What follows belongs to an exercise in optimizing a design on an open flow for small area; a production flow would make more cautious choices.
Function was checked by simulation only, so behaviour that the tests miss may differ from the original.
No activity file was given, so power comes from the tool's default toggle rates.

Setup of exp/garnet:
## noc_if_top
module noc_if_top (
	input  wire                           clk,
	input  wire                           rst_n,
	input  wire                           i_send_req,
	output logic                          o_send_ack,
	input  wire                           i_data_valid,
	input  wire [32-1:0]      i_data,
	input  wire [8-1:0]         i_dst,
	input  wire [5:0]                     i_id,
	input  wire [5:0]                     i_seq_len,
	output logic                          o_req_rx,
	input  wire                           i_ack_rx,
	output logic [63:0]                   o_data_input,        
	output logic                          o_data_input_valid,
	output logic [72:0]                   o_data,              
	output logic                          o_data_valid,
	input  wire [72:0]                    i_flit,              
	input  wire                           i_credit_valid,
	input  wire [1:0]                     i_credit_vc,         
	output logic                          o_credit_valid,
	output logic [1:0]                    o_credit_vc,         
	input  wire [8-1:0]         i_local_id
);
Size: about 9000 cells after synthesis, ~5300 flip-flops, ~290 I/O pins.
Settings: LEC_CHECK=0, CAP_MARGIN=10, CORE_MARGIN=2, CORE_UTILIZATION=55, CTS_BUF_LIST=sky130_fd_sc_hd__clkbuf_16, CTS_CLUSTER_DIAMETER=80, CTS_CLUSTER_SIZE=27, SLEW_MARGIN=10, SYNTH_HIERARCHICAL=1; clock period 10.0 ns.
standard.sh (not shown) runs the stock make flow with config.mk's settings and CLKGATE_MAP_FILE= SYNTH_SCRIPT=/design/flow/synth_recipe.tcl, a recipe that flattens the netlist after the stock synthesis.
==> flow/flow/run.sh <==
#!/bin/bash
# Layout flow: the standard flow (standard.sh) with two options changed:
#  - clock tree: clusters of up to 27 flip-flops on clkbuf_16 leaves,
#    without dummy balancing loads
#  - port buffers: sky130_fd_sc_hd__buf_1 on every input and output port
# The tool output is in standard.log and in the ORFS logs under orfs/logs.
export CTS_ARGS="-sink_clustering_enable -repair_clock_nets -dont_use_dummy_load -buf_list sky130_fd_sc_hd__clkbuf_16 -sink_clustering_size 27 -sink_clustering_max_diameter 80"
export BUFFER_PORTS_ARGS="-buffer_cell sky130_fd_sc_hd__buf_1"
cp standard.sh standard_sh.txt
bash standard.sh > standard.log 2>&1
> inputs changed (exp/garnet -> exp/nickel)
Settings: changing CTS_CLUSTER_SIZE from 27 to 24.
diff --git a/flow/flow/run.sh b/flow/flow/run.sh
--- a/flow/flow/run.sh
+++ b/flow/flow/run.sh
@@ -3 +3 @@
-#  - clock tree: clusters of up to 27 flip-flops on clkbuf_16 leaves,
+#  - clock tree: clusters of up to 24 flip-flops on clkbuf_16 leaves,
@@ -7 +7 @@
-export CTS_ARGS="-sink_clustering_enable -repair_clock_nets -dont_use_dummy_load -buf_list sky130_fd_sc_hd__clkbuf_16 -sink_clustering_size 27 -sink_clustering_max_diameter 80"
+export CTS_ARGS="-sink_clustering_enable -repair_clock_nets -dont_use_dummy_load -buf_list sky130_fd_sc_hd__clkbuf_16 -sink_clustering_size 24 -sink_clustering_max_diameter 80"
Results
- | setup slack | exp/nickel vs exp/garnet | 0.0096 ns higher |
- The global-route usage on exp/nickel is in line with that on exp/garnet.
- Total internal power up about 1.8% in exp/nickel wrt exp/garnet
- exp/nickel vs exp/garnet: final hold slack up
- Relative to exp/garnet, the non-clock buffer count measured on exp/nickel has decreased slightly.
- Summary of exp/nickel over exp/garnet: biggest cell delay along the critical path moved down; arrival time of data at the critical path endpoint closely matched the old numbers.
- Between exp/nickel and exp/garnet, the sequential cell count of the final layout figures differ only marginally.
diff inputs: exp/nickel => exp/delta
==> flow/run.sh (new file) <==
#!/bin/bash
# synth_recipe.tcl (not shown) runs the flow's synth.tcl, then flattens the netlist and writes it again
# the make line also repeats each setting of config.mk as NAME=value (left out here)
make -C /OpenROAD-flow-scripts/flow DESIGN_CONFIG=/design/flow/config.mk WORK_HOME=/design/flow/orfs CLKGATE_MAP_FILE= SYNTH_SCRIPT=/design/flow/synth_recipe.tcl finish
removed: flow/flow/run.sh
removed: flow/standard.sh
Findings:
- Summary of exp/delta over exp/nickel: post-layout instance area picked up an extra 1.1%; sequential power share shows a reduction of 1.3 points; count of final setup violators essentially unchanged; fraction of area in multi-input gates held; final period utilization now larger.
- exp/delta vs exp/nickel on combinational power share: exp/delta is the higher one.
Here is what was changed in the inputs of exp/maple compared with exp/delta.
Settings: CTS_CLUSTER_SIZE: 24 -> 30.
==> flow/flow/run.sh (new file) <==
#!/bin/bash
# Layout flow: the standard flow (standard.sh) with two options changed:
#  - clock tree: clusters of up to 30 flip-flops on clkbuf_16 leaves,
#    without dummy balancing loads
#  - port buffers: sky130_fd_sc_hd__buf_1 on every input and output port
# The tool output is in standard.log and in the ORFS logs under orfs/logs.
export CTS_ARGS="-sink_clustering_enable -repair_clock_nets -dont_use_dummy_load -buf_list sky130_fd_sc_hd__clkbuf_16 -sink_clustering_size 30 -sink_clustering_max_diameter 80"
export BUFFER_PORTS_ARGS="-buffer_cell sky130_fd_sc_hd__buf_1"
cp standard.sh standard_sh.txt
bash standard.sh > standard.log 2>&1
==> flow/standard.sh (new file) <==
#!/bin/bash
# synth_recipe.tcl (not shown) runs the flow's synth.tcl, then flattens the netlist and writes it again
# the make line also repeats each setting of config.mk as NAME=value (left out here)
make -C /OpenROAD-flow-scripts/flow DESIGN_CONFIG=/design/flow/config.mk WORK_HOME=/design/flow/orfs CLKGATE_MAP_FILE= SYNTH_SCRIPT=/design/flow/synth_recipe.tcl "${@:-finish}"
removed: flow/run.sh
--- outcome ---
Looking at the reports, exp/maple completed the entire flow and the layout it produced met the timing, DRC and antenna checks.
exp/delta: all stages complete, timing, DRC and antenna checks passed
exp/maple against exp/delta: final wirelength -about 0.6%, count of inserted antenna diode cells -1, power -about 4.5%, final period demand of the worst path -0.18 ns.
Power per unit of standard cell area of exp/maple falls short of that of exp/delta by a few percent.
Changes observed in exp/maple relative to exp/delta: number of cells on the worst reg-to-reg path increased 7; global-route track usage on met1 decreased 0.34 points; clock power decreased about 10%; proportion of power drawn by the clock network decreased 1.9 points.
Diff exp/delta -> exp/maple | count of buffers not belonging to the clock network in the layout | up by a few percent

what the ideal ports hide:
No port has a modelled driver above. Below, the same layouts with a new extraction and two added sets of constraints.
Step 1 (the two cells are an assumption about what drives the block):
set clk [get_ports {clk}]
set_driving_cell -lib_cell sky130_fd_sc_hd__clkbuf_16 $clk
set_driving_cell -lib_cell sky130_fd_sc_hd__buf_2 [delete_from_list [all_inputs] $clk]
Step 2, shift: input delay + t, output delay - t, t = (earliest + latest rising clock arrival at the registers) / 2. This alone moves slack from input paths to output paths.
a / b / c = no drivers / after step 1 / after step 2; a / b = the first two.
run	t, ns	setup WS [ns]	clock arrival spread, ns	slew at the worst register clock pin (ns)
exp/garnet	1.046	2.145 / 2.031 / 3.078	0.128 / 0.127	0.11 / 0.11
exp/nickel	1.016	2.154 / 2.042 / 3.058	0.122 / 0.121	0.10 / 0.10
exp/delta	1.043	1.925 / 1.815 / 2.858	0.048 / 0.048	0.10 / 0.10
exp/maple	1.043	2.108 / 1.998 / 3.041	0.116 / 0.116	0.11 / 0.11
After both steps setup and hold are still met in every run listed.
